Context: an optimization exercise on an open-source flow, tuned for small area, a short achievable clock period and few clock cycles per item. The choices shown serve that exercise and are no tape-out recipe. Only simulation tests tie the RTL to the original design; equivalence was not proved.

## flow/design.v (module list and top-level ports; edited modules follow where they fit)
// module trilinear_interp_axis: 4266 lines
// module csa_fa: 4 lines
// module csa_ha: 4 lines
module trilinear_interp_axis (
    input  logic         clk,
    input  logic         rstn,
    input  logic         in_valid,
    output logic         in_ready,
    input  logic [7:0]   frac_r,
    input  logic [7:0]   frac_g,
    input  logic [7:0]   frac_b,
    input  logic         mode,
    input  logic [7:0]   in_user,
    input  logic [191:0] pt_nbr,
    output logic         out_valid,
    input  logic         out_ready,
    output logic [23:0]  out_pt,
    output logic [7:0]   out_user
);
  // ...
==> flow/run.sh <==
#!/bin/bash
# synth_recipe.tcl (not shown) runs the flow's synth.tcl, then flattens the netlist and writes it again
# the make line also repeats each setting of config.mk as NAME=value (left out here)
make -C /OpenROAD-flow-scripts/flow DESIGN_CONFIG=/design/flow/config.mk WORK_HOME=/design/flow/orfs CLKGATE_MAP_FILE= SYNTH_SCRIPT=/design/flow/synth_recipe.tcl finish
==> flow/config.mk <==
export PLATFORM = sky130hd
export DESIGN_NAME = trilinear_interp_axis
export DESIGN_NICKNAME = trilinear_interp_axis
export VERILOG_FILES = /design/flow/design.v
export SDC_FILE = /design/flow/constraint.sdc
export NUM_CORES = 4
export LEC_CHECK = 0
export ABC_CLOCK_PERIOD_IN_PS = 3000
export CAP_MARGIN = 20
export CORE_MARGIN = 2
export CORE_UTILIZATION = 40
export SETUP_SLACK_MARGIN = 3.0
export SLEW_MARGIN = 20
export SYNTH_HIERARCHICAL = 1
==> flow/constraint.sdc <==
create_clock -name core_clock -period 6.0 [get_ports {clk}]
set_input_delay 1.2000 -clock core_clock [delete_from_list [all_inputs] [get_ports {clk}]]
set_output_delay 1.2000 -clock core_clock [all_outputs]
set_load 0.01 [all_outputs]
==> flow_summary.ini, run 1 <==
[synthesis]
yosys.area_share.simple = 0.02259
synth_top_family_by_area = adder cells
ys_ff_latch = 1690

[sta]
period_minus_slack_ns = 2.988

[placement]
place.gp.congestion = 0.8144

[route]
post_drt_via_cell_ratio = 5.187
wl_met2_um = 102800

[grt]
first_global_vias = 56710

[critical_path]
crit-reg2reg-launch = st2_q[208]$_DFF_P_
r2r_cells = 9
critPathCaptureType = flop

[finish]
nonClkBufAreaFrac = 0.04096
nFillCells = 19860
syn2layout_area_growth_pct = 16.14
multiInputGateArea_sq_um = 54680

[die]
dieArea_sq_um = 232400
initial_utilization = 0.4023
core_sq_um = 227300
num_rows = 175

[run_status]
status = finished clean

[cts]
clock-sinks = 1690

[worst_hold_path]
holdCritStartpoint = st4_q[4]$_DFF_P_
Testbench counts, summed over its fixed seeds: cycles 16,056, items 16,000.
==> inputs of run 2 (changes only) <==
--- a/flow/config.mk
+++ b/flow/config.mk
@@ -7,3 +7,3 @@
 export LEC_CHECK = 0
-export ABC_CLOCK_PERIOD_IN_PS = 3000
+export ABC_CLOCK_PERIOD_IN_PS = 2800
 export CAP_MARGIN = 20
@@ -11,3 +11,3 @@
 export CORE_UTILIZATION = 40
-export SETUP_SLACK_MARGIN = 3.0
+export SETUP_SLACK_MARGIN = 3.2
 export SLEW_MARGIN = 20
==> run 2 against run 1 <==
  * First-iteration DRC count rose by 1.0%
  * Sequential share of layout area fell by 0.98 points
  * Clock skew rose by 0.0043 ns
==> flow_summary.ini, run 2 <==
[run_status]
status = finished clean

[synthesis]
ys.warnings.count = 7
yosysTopAreaCellShare = 0.3166
seq_area_frac_synth = 0.3957
synth_edf_count = 224
syn-num-nets = 8257
yosys.cell_count.top_type = mux2_2
synthTopCellsByArea = dfxtp_1 (32%), fa_1 (22%), mux2_2 (20%), ha_1 (7.5%), edfxtp_1 (7.4%)
synthTopCellsByCount = mux2_2 (1,635), dfxtp_1 (1,446), fa_1 (1,010)
ys_ff_latch = 1690
syn-instance-count = 6470
syn_area_sq_um = 91430
syn_avg_cell_area_sq_um = 14.13
synth.distinct_cells = 71
async_reset_ff_frac = 0.01183
synth_ff_type = dfxtp_1
yosysTopAreaCell = dfxtp_1

[die]
num_rows = 175
io_pins = 263
core_sq_um = 227300
dieArea_sq_um = 232400
die_h_um = 482.1
fp.dieW_um = 482.1
initial_utilization = 0.4023

[placement]
dp_hpwl_um = 146500
dp.cells = 9574
port-buffer-count = 262
dpl_cell_area_sq_um = 97710
place.gp.congestion = 0.8056
place_ws_ns = 2.223

[finish]
final_cells = 10130
top_register = st2_q
final_cell_mix = mux2_2 (1,621), dfxtp_1 (1,405), fa_1 (1,000)
reg_top3 = st2_q x530, st4_q x311, st1_q x227
nets = 8741
final_layout_size_suffix_gt1_frac = 0.3572
syn2layout_area_growth_pct = 19.72
largest_reg_flops = 530
final_common_cell = mux2_2
fin_area_sq_um = 109500

[cts]
clk_latency_ns = 0.83
numCtsBuffers = 184
clock-sinks = 1690
clockBufferDepth = 3
cts_root_buf = clkbuf_16
cts_tree = yes
cts_max_level = 4
cts.reportedPaths.clkPinSlew_ns = 0.06
hold_buffers = 0

[sta]
totalNegativeSetupSlack_ns = 0
rsz0062_at_grt = true
tightestPinTransition_ns = 1.109
layout_worst_path_cycle_share = 0.4932
clock_skew_ns = 0.06217
hold_viol = 0
period_minus_slack_ns = 2.959
relSlewSlack = 0.2575
setup_ws_ns = 3.041
report.final.setup_viol = 0
fmax_ghz = 0.3379
slew_viol_final = 0

[grt]
antenna_found_initial = 10
grt_max_degree = 68
track_usage = 0.1940
grt-ovfl-total = 0
first_global_vias = 57640
grt_pass1_wl_um = 348100

[route]
wl_per_cell_um = 23.05
ant_nets = 0
post_drt_via_cell_ratio = 5.217
first_pass_iters = 5
routed_wl_um = 233600
drcViolationCount = 0
drt_iter0_markers = 2634
dr_total_vias = 52850

[critical_path]
critPathCaptureType = flop
critPathRequiredTime_ns = 6.65
crit_chain = fa_1 > ha_4 > a21o_1 > a221o_1 > a31o_4 > and2_4 > or3_4 > a22oi_2
startpoint_type = flop
crit_path_top_delay_cell = fa_1
slowest_delay_ns = 0.57
criticalPathCategory = flop to flop
critPathTopFamily = compound AO/OA/AOI/OAI gates
path_buf_inv = 0
cp_max_fo = 5
cp.arrival_ns = 3.61

[flow_run]
max_cap_viol_count = 0

[worst_hold_path]
hp-class = flop to flop
-- run 2: per-module statistics from Yosys, one instance, submodules excluded --
module	cells	area [sq um]	copies in the design	flops+latches
csa_ha	1	12.51	213	0
csa_fa	1	20.02	1008	0
trilinear_interp_axis	5249	68580	1	1690
-- run 2: final cells by class --
class,instances,area [sq um]
antenna,5,12.51
clock buffer,239,5146
clock inverter,110,1732
fill,19690,117800
inverter,127,476.7
multi-input combinational,4436,55840
sequential,1690,36290
tap,3009,3765
timing repair buffer,515,6191
-- run 2: final timing paths --
check                                         end  depth (start not counted)  slack, ns          startpoint
worst max register to register  st3_q[69]$_DFF_P_                          8       3.04  st2_q[208]$_DFF_P_
worst max-delay path            st3_q[69]$_DFF_P_                          8       3.04  st2_q[208]$_DFF_P_
worst min register to register   v_q[3]$_DFF_PN0_                          0       0.31    v_q[2]$_DFF_PN0_
min in group asynchronous        v_q[3]$_DFF_PN0_                          1       0.89                rstn
worst min-delay path             v_q[3]$_DFF_PN0_                          0       0.31    v_q[2]$_DFF_PN0_
max in group asynchronous       rp[0]$_DFFE_PN0P_                          1       4.41                rstn
-- run 2: repair_timing --
action                                  CTS  global route
setup buffers                           102            67
endpoints found under the setup margin  553           307
cloned                                   14            19
pin swaps                                93           172
endpoints found under the hold margin     0             0
resized for setup                       273           224
-- run 2: cell families after synthesis --
group,after synthesis,share of synthesized area
adders and majority gates,1558,0.2961
and+or+nand+nor,435,0.02259
AOI/OAI and AO/OA,548,0.03926
xor gates and xnor gates,155,0.01485
DFF,1690,0.3957
muxes,1739,0.2171
buffers and inverters,345,0.01436
-- run 2: stage by stage --
| step | hold WS, ns | util |
|---|---|---|
| finish | 0.3103 | 0.4816 |
| CTS | 0.3119 | 0.4718 |
| floorplan | 0.3096 | - |
| detailed placement | 0.3121 | 0.4299 |
| global route | 0.3170 | 0.4815 |
| global placement | 0.3109 | 0.4299 |
-- run 2: layer usage --
| layer | wire [um] | track usage | up-vias |
|---|---|---|---|
| li1 | - | - | 24070 |
| met1 | 106600 | 0.2652 | 27210 |
| met2 | 110000 | 0.3173 | 1229 |
| met3 | 10140 | 0.02938 | 342 |
| met4 | 6795 | 0.05970 | 6 |
| met5 | 31 | 0 | - |
==> inputs of run 3 (changes only) <==
--- a/flow/config.mk
+++ b/flow/config.mk
@@ -7,3 +7,3 @@
 export LEC_CHECK = 0
-export ABC_CLOCK_PERIOD_IN_PS = 2800
+export ABC_CLOCK_PERIOD_IN_PS = 2900
 export CAP_MARGIN = 20
@@ -11,3 +11,3 @@
 export CORE_UTILIZATION = 40
-export SETUP_SLACK_MARGIN = 3.2
+export SETUP_SLACK_MARGIN = 3.1
 export SLEW_MARGIN = 20
==> run 3 against run 2 <==
  * Still clean
  * Register-to-register slack improved by 0.05 ns
  * Worst hold slack improved by 0.0027 ns
  * Count of clock-buffer cells in the layout rose by 23
  * Area after synthesis unchanged
  * Sequential share of layout area grew 0.64 points
  * Die area unchanged
  * Clock skew decreased by 0.017 ns
  * Final cell count shrank 0.75%
  * Utilization down 0.94 points
==> flow_summary.ini, run 3 <==
[grt]
grt_pass1_wl_um = 347300
grt-ovfl-total = 0
first_global_vias = 58030
track_usage = 0.1916
grt_max_degree = 68
antenna_found_initial = 3

[finish]
top_register = st2_q
final_cell_mix = mux2_2 (1,627), dfxtp_1 (1,418), fa_1 (1,004)
largest_reg_flops = 530
final_layout_size_suffix_gt1_frac = 0.3401
nFillCells = 19830
nets = 8671
syn2layout_area_growth_pct = 17.37
reg_top3 = st2_q x530, st4_q x311, st1_q x227
final_common_cell = mux2_2

[sta]
report.final.setup_viol = 0
tightestPinTransition_ns = 1.014
rsz0062_at_grt = true
clock_skew_ns = 0.04493
relSlewSlack = 0.3238
totalNegativeSetupSlack_ns = 0
setup_ws_ns = 3.064
hold_viol = 0
period_minus_slack_ns = 2.936
layout_worst_path_cycle_share = 0.4894
slew_viol_final = 0
fmax_ghz = 0.3406

[critical_path]
startpoint_type = input pin
path_buf_inv = 2
critPathRequiredTime_ns = 4.80
slowest_delay_ns = 0.16
critPathTopFamily = simple AND/OR/NAND/NOR gates
criticalPathCategory = input pin to primary output
cp.arrival_ns = 1.74
critPathCaptureType = primary output
rrSetupSlack_ns = 3.09
crit_chain = buf_6 > and2_4 > nand3b_1 > buf_2
cp_max_fo = 2
crit_path_top_delay_cell = nand3b_1

[route]
first_pass_iters = 5
routed_wl_um = 223200
drt_iter0_markers = 2705
post_drt_via_cell_ratio = 5.206
dr_total_vias = 52350
ant_nets = 0
wl_per_cell_um = 22.20
drcViolationCount = 0

[die]
dieArea_sq_um = 232400
num_rows = 175
io_pins = 263
fp.dieW_um = 482.1
die_h_um = 482.1
initial_utilization = 0.4023
core_sq_um = 227300

[synthesis]
yosysTopAreaCellShare = 0.3166
syn_area_sq_um = 91430
yosys.cell_count.top_type = mux2_2
synth_edf_count = 224
syn-num-nets = 8257
yosysTopAreaCell = dfxtp_1
syn-instance-count = 6470
ys.warnings.count = 7
synth.distinct_cells = 71
synth_ff_type = dfxtp_1
seq_area_frac_synth = 0.3957
synthTopCellsByCount = mux2_2 (1,635), dfxtp_1 (1,446), fa_1 (1,010)
synthTopCellsByArea = dfxtp_1 (32%), fa_1 (22%), mux2_2 (20%), ha_1 (7.5%), edfxtp_1 (7.4%)
async_reset_ff_frac = 0.01183
ys_ff_latch = 1690
syn_avg_cell_area_sq_um = 14.13

[cts]
cts.reportedPaths.clkPinSlew_ns = 0.06
cts_tree = yes
clockBufferDepth = 3
numCtsBuffers = 188
cts_root_buf = clkbuf_16
cts_max_level = 4
clk_latency_ns = 0.85
clock-sinks = 1690

[run_status]
status = finished clean

[placement]
place_ws_ns = 2.102
dp_hpwl_um = 146600
place.gp.congestion = 0.8102
port-buffer-count = 262

[worst_hold_path]
hp-class = flop to flop

[flow_run]
max_cap_viol_count = 0
run 3: cell counts after synthesis:
No cell type changed its count.
run 3: logic make-up (layout without fill, tap and decap cells):
| logic type | count (synthesis) | after routing | share of synthesized area |
|---|---|---|---|
| XOR/XNOR | 155 | 155 | 0.01485 |
| AO/OA/AOI/OAI | 548 | 548 | 0.03926 |
| flip-flops | 1690 | 1690 | 0.3957 |
| AND/OR/NAND/NOR | 435 | 435 | 0.02259 |
| buffers and inverters | 345 | 920 | 0.01436 |
| other | 0 | 1 | 0 |
| multiplexers | 1739 | 1739 | 0.2171 |
| adder cells (fa/ha/maj) | 1558 | 1558 | 0.2961 |
run 3: per-module statistics from Yosys (local to each module, per instance):
module	cells	cell area [sq um]	copies in the design
csa_fa	1	20.02	1008
csa_ha	1	12.51	213
trilinear_interp_axis	5249	68580	1
run 3: repair_timing:
item,in CTS,in global routing
endpoints found under the setup margin,483,227
gates resized for setup,192,141
gates cloned,7,2
pin swaps,42,88
buffers inserted,65,51
hold buffers,0,0
run 3: area by class of cell:
| type | instances | area [sq um] | share of cell area |
|---|---|---|---|
| Inverter | 127 | 476.7 | 0.004442 |
| Antenna cell | 1 | 2.502 | 0.00002332 |
| Multi-Input combinational cell | 4435 | 55250 | 0.5149 |
| Sequential cell | 1690 | 36270 | 0.3380 |
| Clock buffer | 262 | 5410 | 0.05042 |
| Timing Repair Buffer | 442 | 4910 | 0.04575 |
| Clock inverter | 89 | 1222 | 0.01139 |
| Tap cell | 3009 | 3765 | 0.03508 |
run 3: metal layers:
metal | track usage | wire length, um | up-vias
met3 | 0.02544 | 8030 | 303
met1 | 0.2643 | 104200 | 27110
met4 | 0.05184 | 5111 | 0
met5 | 0 | 0 | -
met2 | 0.3166 | 105900 | 1060
li1 | - | - | 23880
run 3: through the flow:
stage / utilization / hold WS, ns / std cells / instance area, sq um
finish: 0.4722 / 0.3130 / 10060 / 107300
global route: 0.4722 / 0.3119 / 10060 / 107300
CTS: 0.4665 / 0.3091 / 9998 / 106000
detailed placement: 0.4295 / 0.3120 / 9575 / 97620
global placement: 0.4295 / 0.3100 / 9575 / 97620
floorplan: - / 0.3096 / 6470 / 91550
run 3: worst register-to-register path: cells and delay by family, from the launching register on:
| kind | cells | cell delay, ns |
|---|---|---|
| flip-flops | 1 | 0.31 |
| AND/OR/NAND/NOR | 1 | 0.17 |
| XOR/XNOR | 1 | 0.13 |
| AO/OA/AOI/OAI | 5 | 1.21 |
| adder cells (fa/ha/maj) | 2 | 0.86 |
run 3: path summary, 6_finish.rpt:
kind | end | from | cells after the start
min in group asynchronous | cnt[0]$_DFF_PN0_ | rstn | 1
max in group asynchronous | rp[0]$_DFFE_PN0P_ | rstn | 1
setup reg to reg | hd_q[14]$_DFFE_PP_ | st6_q[77]$_DFF_P_ | 9
hold reg to reg | st3_q[6]$_DFF_P_ | st2_q[6]$_DFF_P_ | 0
hold / removal | st3_q[6]$_DFF_P_ | st2_q[6]$_DFF_P_ | 0
setup / recovery | in_ready | out_ready | 4
==> inputs of run 4 (changes only) <==
==> flow/flow/run.sh (new file) <==
#!/bin/bash
# The standard layout (the standard.sh, unchanged synthesis and steps), with the
# port buffers that global placement inserts made from the smallest buffer cell.
set -o pipefail
export BUFFER_PORTS_ARGS="-buffer_cell sky130_fd_sc_hd__buf_1"
bash standard.sh 2>&1 | tee standard.log
==> flow/standard.sh (new file) <==
#!/bin/bash
# synth_recipe.tcl (not shown) runs the flow's synth.tcl, then flattens the netlist and writes it again
# the make line also repeats each setting of config.mk as NAME=value (left out here)
make -C /OpenROAD-flow-scripts/flow DESIGN_CONFIG=/design/flow/config.mk WORK_HOME=/design/flow/orfs CLKGATE_MAP_FILE= SYNTH_SCRIPT=/design/flow/synth_recipe.tcl "${@:-finish}"
--- a/flow/config.mk
+++ b/flow/config.mk
@@ -14 +14,2 @@
 export SYNTH_HIERARCHICAL = 1
+export TNS_END_PERCENT = 20
removed: flow/run.sh
==> run 4 against run 3 <==
  * Still clean
  * Critical path depth increased by 1
  * Largest cell class unchanged
  * Highest routed layer is now met5
==> flow_summary.ini, run 4 <==
[critical_path]
critPathRequiredTime_ns = 6.71
cp.arrival_ns = 3.74
startpoint_type = flop
cp_max_fo = 27
critPathCaptureType = flop
criticalPathCategory = flop to flop

[run_status]
status = finished clean

[synthesis]
synth.distinct_cells = 71
syn-num-nets = 8257
yosys.cell_count.top_type = mux2_2
ys.warnings.count = 7
synthTopCellsByCount = mux2_2 (1,635), dfxtp_1 (1,446), fa_1 (1,010)
syn-instance-count = 6470
yosysTopAreaCellShare = 0.3166
synth_edf_count = 224
syn_area_sq_um = 91430
yosysTopAreaCell = dfxtp_1
synthTopCellsByArea = dfxtp_1 (32%), fa_1 (22%), mux2_2 (20%), ha_1 (7.5%), edfxtp_1 (7.4%)
seq_area_frac_synth = 0.3957
syn_avg_cell_area_sq_um = 14.13
synth_ff_type = dfxtp_1
ys_ff_latch = 1690
async_reset_ff_frac = 0.01183

[flow_run]
max_cap_viol_count = 0

[die]
num_rows = 175
fp.dieW_um = 482.1
initial_utilization = 0.4023
core_sq_um = 227300
dieArea_sq_um = 232400
die_h_um = 482.1
io_pins = 263

[placement]
dp.cells = 9584
port-buffer-count = 262
dp_hpwl_um = 147600
place_ws_ns = 2.305
place.gp.congestion = 0.8181
dpl_cell_area_sq_um = 96080

[sta]
layout_worst_path_cycle_share = 0.5040
clock_skew_ns = 0.07945
slew_viol_final = 0
report.final.setup_viol = 0
fmax_ghz = 0.3307
hold_viol = 0
fin_worst_hold_slack_ns = 0.3241
totalNegativeSetupSlack_ns = 0
setup_ws_ns = 2.976
relSlewSlack = 0.3753
rsz0062_at_grt = true
period_minus_slack_ns = 3.024
tightestPinTransition_ns = 0.9348

[finish]
final_cell_mix = mux2_2 (1,631), dfxtp_1 (1,424), fa_1 (1,006)
nFillCells = 20020
fin_area_sq_um = 105100
syn2layout_area_growth_pct = 14.94
layout.area.seq_sq_um = 36250
utilization = 0.4624
final_common_cell = mux2_2
final_layout_size_suffix_gt1_frac = 0.3303
nets = 8644
multiInputGateArea_sq_um = 54920
reg_top3 = st2_q x530, st4_q x311, st1_q x227
final_cells = 10030
top_register = st2_q
largest_reg_flops = 530

[cts]
clockBufferDepth = 3
cts.reportedPaths.clkPinSlew_ns = 0.06
clk_latency_ns = 0.86
clock-sinks = 1690
cts_tree = yes
numCtsBuffers = 184
cts_max_level = 4
cts_root_buf = clkbuf_16

[worst_hold_path]
hp-class = flop to flop

[route]
first_pass_iters = 7
ant_nets = 0
wl_per_cell_um = 22.29
drt_iter0_markers = 2612
dr_total_vias = 52590
drcViolationCount = 0
post_drt_via_cell_ratio = 5.244
routed_wl_um = 223500

[grt]
grt-ovfl-total = 0
antenna_found_initial = 14
grt_pass1_wl_um = 346000
first_global_vias = 58060
track_usage = 0.1920
grt_max_degree = 68
-- run 4: cell types whose count changed in the layout (fill, tap and decap cells not counted), sizes merged --
cell and change:
clkinv +7, buf +234, dlygate4sd2 -33, bufbuf +2, clkdlybuf4s50 -226, clkbuf -5
clkinvlp -6, bufinv +3, inv -6, diode +2
-- run 4: routing by layer --
metal  global-route usage  part of all wire  vias to the layer above
met5                    0           0.00021                        -
met4              0.06066             0.030                        6
met3              0.03086             0.042                      362
met2               0.3124              0.47                     1113
met1               0.2621              0.46                    27300
li1                     -                 -                    23800
-- run 4: logic make-up (layout without fill, tap and decap cells) --
logic type | after synthesis | after routing | synth area share
other | 0 | 3 | 0
xor gates and xnor gates | 155 | 155 | 0.01485
adders and majority gates | 1558 | 1558 | 0.2961
muxes | 1739 | 1739 | 0.2171
AOI/OAI and AO/OA | 548 | 548 | 0.03926
buffers and inverters | 345 | 890 | 0.01436
DFF | 1690 | 1690 | 0.3957
and+or+nand+nor | 435 | 435 | 0.02259
-- run 4: repair_timing --
| item | in CTS | in global routing |
|---|---|---|
| hold buffers | 0 | 0 |
| buffers inserted | 66 | 23 |
| setup endpoints to repair | 452 | 354 |
| gates resized for setup | 90 | 126 |
| cloned | 7 | 0 |
| pin swaps | 30 | 36 |
-- run 4: cell type report --
type                       count  area share
clock buffer                 257     0.05033
tap                         3009     0.03582
inverter                     127    0.004536
clock inverter                87     0.01260
antenna                        3  0.00007144
multi-input combinational   4435      0.5225
timing repair buffer         419     0.02911
sequential                  1690      0.3450
-- run 4: modules after synthesis, one instance, submodules excluded --
module / copies in the design / cell area, sq um / flops+latches
csa_ha: 213 / 12.51 / 0
trilinear_interp_axis: 1 / 68580 / 1690
csa_fa: 1008 / 20.02 / 0
-- run 4: worst paths after layout --
path / start / to / slack [ns] / depth (start not counted)
min: st4_q[14]$_DFF_P_ / st5_q[14]$_DFF_P_ / 0.32 / 0
min reg2reg: st4_q[14]$_DFF_P_ / st5_q[14]$_DFF_P_ / 0.32 / 0
min in group asynchronous: rstn / wp[0]$_DFFE_PN0P_ / 0.35 / 1
max in group asynchronous: rstn / rp[0]$_DFFE_PN0P_ / 5.28 / 1
max reg2reg: st1_q[32]$_DFF_P_ / st2_q[427]$_DFF_P_ / 2.98 / 5
max: st1_q[32]$_DFF_P_ / st2_q[427]$_DFF_P_ / 2.98 / 5
-- run 4: critical path: stages, from the launching register on --
cell,delay (ns)
dfxtp_4,0.72
buf_12,0.31
mux2_2,0.37
fa_1,0.46
fa_1,0.51
fa_1,0.47
==> inputs of run 5 (changes only) <==
--- a/flow/config.mk
+++ b/flow/config.mk
@@ -14,2 +14 @@
 export SYNTH_HIERARCHICAL = 1
-export TNS_END_PERCENT = 20
==> run 5 against run 4 <==
  * Via count decreased by 0.17%
  * Cell area increased by 0.52%
  * Synthesized cell count unchanged
  * Setup slack improved by 0.10 ns
  * Maximum frequency increased by 3.6%
  * Critical path depth decreased by 1
==> flow_summary.ini, run 5 <==
[cts]
cts_tree = yes
hold_buffers = 0
clk_latency_ns = 0.81
cts_root_buf = clkbuf_16
cts_max_level = 4
numCtsBuffers = 185
cts.reportedPaths.clkPinSlew_ns = 0.06
clock-sinks = 1690
clockBufferDepth = 3

[grt]
grt_pass1_wl_um = 347200
first_global_vias = 57590
antenna_found_initial = 14
grt-ovfl-total = 0
track_usage = 0.1939
grt_max_degree = 69

[synthesis]
seq_area_frac_synth = 0.3957
ys.warnings.count = 7
synthTopCellsByArea = dfxtp_1 (32%), fa_1 (22%), mux2_2 (20%), ha_1 (7.5%), edfxtp_1 (7.4%)
synth.distinct_cells = 71
synth_edf_count = 224
yosysTopAreaCell = dfxtp_1
syn-instance-count = 6470
yosys.cell_count.top_type = mux2_2
syn_area_sq_um = 91430
async_reset_ff_frac = 0.01183
yosysTopAreaCellShare = 0.3166
synth_ff_type = dfxtp_1
syn_avg_cell_area_sq_um = 14.13
ys_ff_latch = 1690
synthTopCellsByCount = mux2_2 (1,635), dfxtp_1 (1,446), fa_1 (1,010)
syn-num-nets = 8257

[worst_hold_path]
holdPathEnd = st6_q[4]$_DFF_P_
holdCritStartpoint = st5_q[4]$_DFF_P_
hp-class = flop to flop
hold_depth = 0

[die]
io_pins = 263
fp.dieW_um = 482.1
die_h_um = 482.1
initial_utilization = 0.4023
dieArea_sq_um = 232400
core_sq_um = 227300
num_rows = 175

[placement]
dp.cells = 9577
port-buffer-count = 262
place.gp.congestion = 0.8162
dp_hpwl_um = 146800

[sta]
tightestPinTransition_ns = 1.029
totalNegativeSetupSlack_ns = 0
relSlewSlack = 0.3137
slew_viol_final = 0
clock_skew_ns = 0.06672
rsz0062_at_grt = true
period_minus_slack_ns = 2.919
hold_viol = 0
fmax_ghz = 0.3425
report.final.setup_viol = 0
fin_worst_hold_slack_ns = 0.2883
layout_worst_path_cycle_share = 0.4866

[critical_path]
slowest_delay_ns = 0.15
r2r-end = st3_q[69]$_DFF_P_
crit-reg2reg-launch = st2_q[213]$_DFF_P_
cp_max_fo = 2
critPathRequiredTime_ns = 4.80
path_buf_inv = 2
crit_path_top_delay_cell = nand3b_1
critPathTopFamily = simple AND/OR/NAND/NOR gates
rrSetupSlack_ns = 3.08
cp.arrival_ns = 1.72
startpoint_type = input pin
r2r_cells = 8
criticalPathCategory = input pin to primary output
crit_chain = buf_8 > and2_4 > nand3b_1 > buf_2
critPathCaptureType = primary output

[route]
drt_iter0_markers = 2450
dr_total_vias = 52490
first_pass_iters = 5
ant_nets = 0
wl_per_cell_um = 22.36
drcViolationCount = 0
post_drt_via_cell_ratio = 5.217
routed_wl_um = 225000

[finish]
final_cell_mix = mux2_2 (1,632), dfxtp_1 (1,421), fa_1 (1,007)
utilization = 0.4648
nets = 8679
nFillCells = 20020
final_common_cell = mux2_2
final_cells = 10060
final_layout_size_suffix_gt1_frac = 0.3389
largest_reg_flops = 530
syn2layout_area_growth_pct = 15.54
reg_top3 = st2_q x530, st4_q x311, st1_q x227
top_register = st2_q

[run_status]
status = finished clean

[flow_run]
max_cap_viol_count = 0
==> run 5: layout make-up <==
cell class / count / area (sq um) / share of cell area
flip-flops and latches: 1690 / 36260 / 0.3432
clock inverters: 103 / 1276 / 0.01208
inverters: 127 / 476.7 / 0.004513
diodes: 3 / 7.507 / 0.00007106
clock buffers: 242 / 5229 / 0.04950
well taps: 3009 / 3765 / 0.03564
repair buffers: 453 / 3475 / 0.03289
multi-input cells: 4435 / 55150 / 0.5221
==> run 5: metrics by stage <==
step           setup WS [ns]  area [sq um]
2_1_floorplan          2.929         91550
3_3_place_gp           2.323         96050
3_5_place_dp           2.330         96050
4_1_cts                3.024        104600
5_1_grt                2.997        105600
6_report               3.081        105600
==> run 5: per-module statistics from Yosys, one instance, submodules excluded <==
module | flops+latches | copies in the design | area [sq um] | cells
trilinear_interp_axis | 1690 | 1 | 68580 | 5249
csa_ha | 0 | 213 | 12.51 | 1
csa_fa | 0 | 1008 | 20.02 | 1
==> run 5: worst max-delay path by stage <==
stage                                  from            endpoint  slack [ns]  depth (start not counted)
after floorplan            st3_q[9]$_DFF_P_  st4_q[138]$_DFF_P_        2.93                          7
after global placement     st3_q[8]$_DFF_P_  st4_q[187]$_DFF_P_        2.32                          6
after detailed placement   st3_q[8]$_DFF_P_  st4_q[138]$_DFF_P_        2.33                          6
after CTS                  st3_q[9]$_DFF_P_  st4_q[288]$_DFF_P_        3.02                          7
after global routing      st6_q[27]$_DFF_P_   hd_q[6]$_DFFE_PP_        3.00                          9
final                             out_ready            in_ready        3.08                          4
==> run 5: per-layer routing <==
layer  global-route usage  share of wire  vias up
li1                     -              -    23910
met1               0.2548           0.44    26880
met2               0.3131           0.46     1240
met3              0.03960          0.051      442
met4              0.07739          0.040       18
met5                    0        0.00042        -
==> run 5: what timing repair did <==
item | CTS | global route
setup buffers | 80 | 45
endpoints found under the setup margin | 393 | 213
pin swaps | 37 | 91
gates cloned | 12 | 0
gates resized for setup | 134 | 121
==> run 5: kinds of logic (layout without fill, tap and decap cells) <==
group,count (synthesis),count (layout),synth area share
muxes,1739,1739,0.2171
and+or+nand+nor,435,435,0.02259
xor gates and xnor gates,155,155,0.01485
buffers and inverters,345,925,0.01436
AOI/OAI and AO/OA,548,548,0.03926
DFF,1690,1690,0.3957
adders and majority gates,1558,1558,0.2961
other,0,3,0
==> inputs of run 6 (changes only) <==
--- a/flow/config.mk
+++ b/flow/config.mk
@@ -7,3 +7,3 @@
 export LEC_CHECK = 0
-export ABC_CLOCK_PERIOD_IN_PS = 2900
+export ABC_CLOCK_PERIOD_IN_PS = 2850
 export CAP_MARGIN = 20
@@ -11,3 +11,3 @@
 export CORE_UTILIZATION = 40
-export SETUP_SLACK_MARGIN = 3.1
+export SETUP_SLACK_MARGIN = 3.15
 export SLEW_MARGIN = 20
==> run 6 against run 5 <==
  * First-iteration DRC count grew 7.6%
  * Via count shrank 0.15%
  * Non-clock buffer count grew 21
  * Critical path depth is the same
  * Largest cell class unchanged
  * Cell area grew 0.18%
  * Routed wire length shrank 0.30%
  * Setup slack lost 0.0047 ns
  * Global-route usage shrank 0.32 points
  * Highest routed layer is now met4
  * Still clean on timing, DRC and antenna
  * Worst hold slack is essentially flat
  * Count of clock-buffer cells in the layout is the same
==> flow_summary.ini, run 6 <==
[cts]
clk_latency_ns = 0.83
cts.reportedPaths.clkPinSlew_ns = 0.06
numCtsBuffers = 181
clockBufferDepth = 3
cts_max_level = 4
clock-sinks = 1690
cts_tree = yes
cts_root_buf = clkbuf_16

[finish]
nets = 8696
final_cell_mix = mux2_2 (1,624), dfxtp_1 (1,416), fa_1 (1,004)
reg_top3 = st2_q x530, st4_q x311, st1_q x227
largest_reg_flops = 530
top_register = st2_q
final_common_cell = mux2_2
syn2layout_area_growth_pct = 15.75
final_layout_size_suffix_gt1_frac = 0.3436

[placement]
place.gp.congestion = 0.8216
port-buffer-count = 262
dp_hpwl_um = 146200

[sta]
hold_viol = 0
totalNegativeSetupSlack_ns = 0
relSlewSlack = 0.2930
fmax_ghz = 0.3420
report.final.setup_viol = 0
period_minus_slack_ns = 2.924
clock_skew_ns = 0.06767
fin_worst_hold_slack_ns = 0.2879
tightestPinTransition_ns = 1.061
rsz0062_at_grt = true
layout_worst_path_cycle_share = 0.4874
slew_viol_final = 0

[synthesis]
synth_edf_count = 224
syn_avg_cell_area_sq_um = 14.13
async_reset_ff_frac = 0.01183
synth.distinct_cells = 71
yosysTopAreaCellShare = 0.3166
ys.warnings.count = 7
synthTopCellsByArea = dfxtp_1 (32%), fa_1 (22%), mux2_2 (20%), ha_1 (7.5%), edfxtp_1 (7.4%)
seq_area_frac_synth = 0.3957
yosysTopAreaCell = dfxtp_1
synth_ff_type = dfxtp_1
syn-num-nets = 8257
ys_ff_latch = 1690
yosys.cell_count.top_type = mux2_2
synthTopCellsByCount = mux2_2 (1,635), dfxtp_1 (1,446), fa_1 (1,010)
syn_area_sq_um = 91430
syn-instance-count = 6470

[die]
initial_utilization = 0.4023
io_pins = 263
fp.dieW_um = 482.1
die_h_um = 482.1
core_sq_um = 227300
num_rows = 175
dieArea_sq_um = 232400

[grt]
use_met1 = 0.2620
first_global_vias = 57570
antenna_found_initial = 5
track_usage = 0.1907
grt.busiest_layer = met2
grt-ovfl-total = 0
grt_pass1_wl_um = 344800
grt_max_degree = 69
grt_use_met2 = 0.3117
gr-usage-met3 = 0.02844

[run_status]
status = finished clean

[worst_hold_path]
hold_depth = 0
hp-class = flop to flop

[critical_path]
critPathTopFamily = simple AND/OR/NAND/NOR gates
critPathCaptureType = primary output
r2r_cells = 8
crit_path_top_delay_cell = nand3b_1
startpoint = out_ready
slowest_delay_ns = 0.16
critPathRequiredTime_ns = 4.80
crit-reg2reg-launch = st3_q[9]$_DFF_P_
path_buf_inv = 2
criticalPathCategory = input pin to primary output
rrSetupSlack_ns = 3.08
worst-path-stages = 4
cp_max_fo = 2
r2r-end = st4_q[138]$_DFF_P_
crit_chain = buf_8 > and2_4 > nand3b_1 > buf_2
endpoint = in_ready
cp.arrival_ns = 1.72
startpoint_type = input pin

[route]
dr_total_vias = 52420
drt_iter0_markers = 2636
drcViolationCount = 0
post_drt_via_cell_ratio = 5.209
routed_wl_um = 224300
first_pass_iters = 7
ant_nets = 0
wl_per_cell_um = 22.29

[flow_run]
max_cap_viol_count = 0
-- run 6: what timing repair did --
item                                    CTS  global route
endpoints found under the setup margin  474           250
pin swaps                                62           118
hold endpoints to repair                  0             0
gates cloned                              7             5
hold buffers                              0             0
buffers inserted                         90            50
resized for setup                       178           166
-- run 6: through the flow --
| step | utilization | instance area [sq um] | instances | worst slack [ns] |
|---|---|---|---|---|
| after CTS | 0.4593 | 104400 | 10010 | 2.995 |
| after floorplan | - | 91630 | 6470 | 2.945 |
| after detailed placement | 0.4227 | 96080 | 9583 | 2.415 |
| after global routing | 0.4656 | 105800 | 10060 | 3.020 |
| after global placement | 0.4227 | 96080 | 9583 | 2.450 |
| final | 0.4656 | 105800 | 10060 | 3.076 |
-- run 6: layout make-up --
type                            count  area (sq um)
Antenna cell                        3         7.507
Clock buffer                      242          5104
Clock inverter                     83          1028
Fill cell                       19940        121500
Inverter                          127         476.7
Multi-Input combinational cell   4435         55500
Sequential cell                  1690         36270
Tap cell                         3009          3765
Timing Repair Buffer              474          3677
-- run 6: kinds of logic after synthesis --
kind of cell,synth area share
flops,0.3957
mux,0.2171
buf+inv,0.01436
xor+xnor,0.01485
compound gates,0.03926
simple gates,0.02259
fa+ha+maj,0.2961
-- run 6: metal layers --
layer,vias to the layer above,part of all wire
met5,-,0
met4,0,0.033
met3,375,0.041
met2,1205,0.47
met1,26950,0.46
li1,23880,-
-- run 6: how the worst min path moves through the flow --
stage | from | to | slack [ns]
after floorplan | st1_q[0]$_DFF_P_ | st2_q[0]$_DFF_P_ | 0.31
after global placement | st1_q[12]$_DFF_P_ | st2_q[12]$_DFF_P_ | 0.31
after detailed placement | st1_q[15]$_DFF_P_ | st2_q[15]$_DFF_P_ | 0.31
after CTS | st5_q[2]$_DFF_P_ | st6_q[2]$_DFF_P_ | 0.29
after global routing | st5_q[2]$_DFF_P_ | st6_q[2]$_DFF_P_ | 0.29
final | st5_q[2]$_DFF_P_ | st6_q[2]$_DFF_P_ | 0.29
-- run 6: Yosys stat by module, one instance, submodules excluded --
module                 area (sq um)  flops+latches
trilinear_interp_axis         68580           1690
csa_ha                        12.51              0
csa_fa                        20.02              0

static timing again, ports no longer ideal:
The results above use ideal ports. As a check the final layouts listed here were re-extracted and re-timed, cells and wires unchanged.
Step 1 assumes that a clkbuf_16 drives the clock port and a buf_2 every other input.
Step 2, shift: input delay + t, output delay - t, t = (earliest + latest rising clock arrival at the registers) / 2. This alone moves slack from input paths to output paths.
a / b / c = ideal ports / drivers / drivers and shift; a / b = the first two.
| run | shift t [ns] | setup WS [ns] | latest minus earliest clock arrival (ns) | worst slew at a driven data input, ns |
|---|---|---|---|---|
| run 1 | 0.889 | 3.012 / 2.996 / 2.729 | 0.079 / 0.079 | 0.08 |
| run 2 | 0.909 | 3.041 / 3.020 / 2.770 | 0.081 / 0.082 | 0.09 |
| run 3 | 0.901 | 3.064 / 3.026 / 2.857 | 0.064 / 0.065 | 0.06 |
| run 4 | 0.913 | 2.976 / 2.968 / 2.804 | 0.084 / 0.084 | 0.07 |
| run 5 | 0.876 | 3.081 / 3.040 / 2.629 | 0.082 / 0.082 | 0.08 |
| run 6 | 0.883 | 3.076 / 3.036 / 2.901 | 0.080 / 0.081 | 0.07 |
After both steps every run listed still meets setup and hold. For run 5, which loses most, drivers alone change the setup slack by -0.041 ns; drivers and shift together by -0.452 ns.
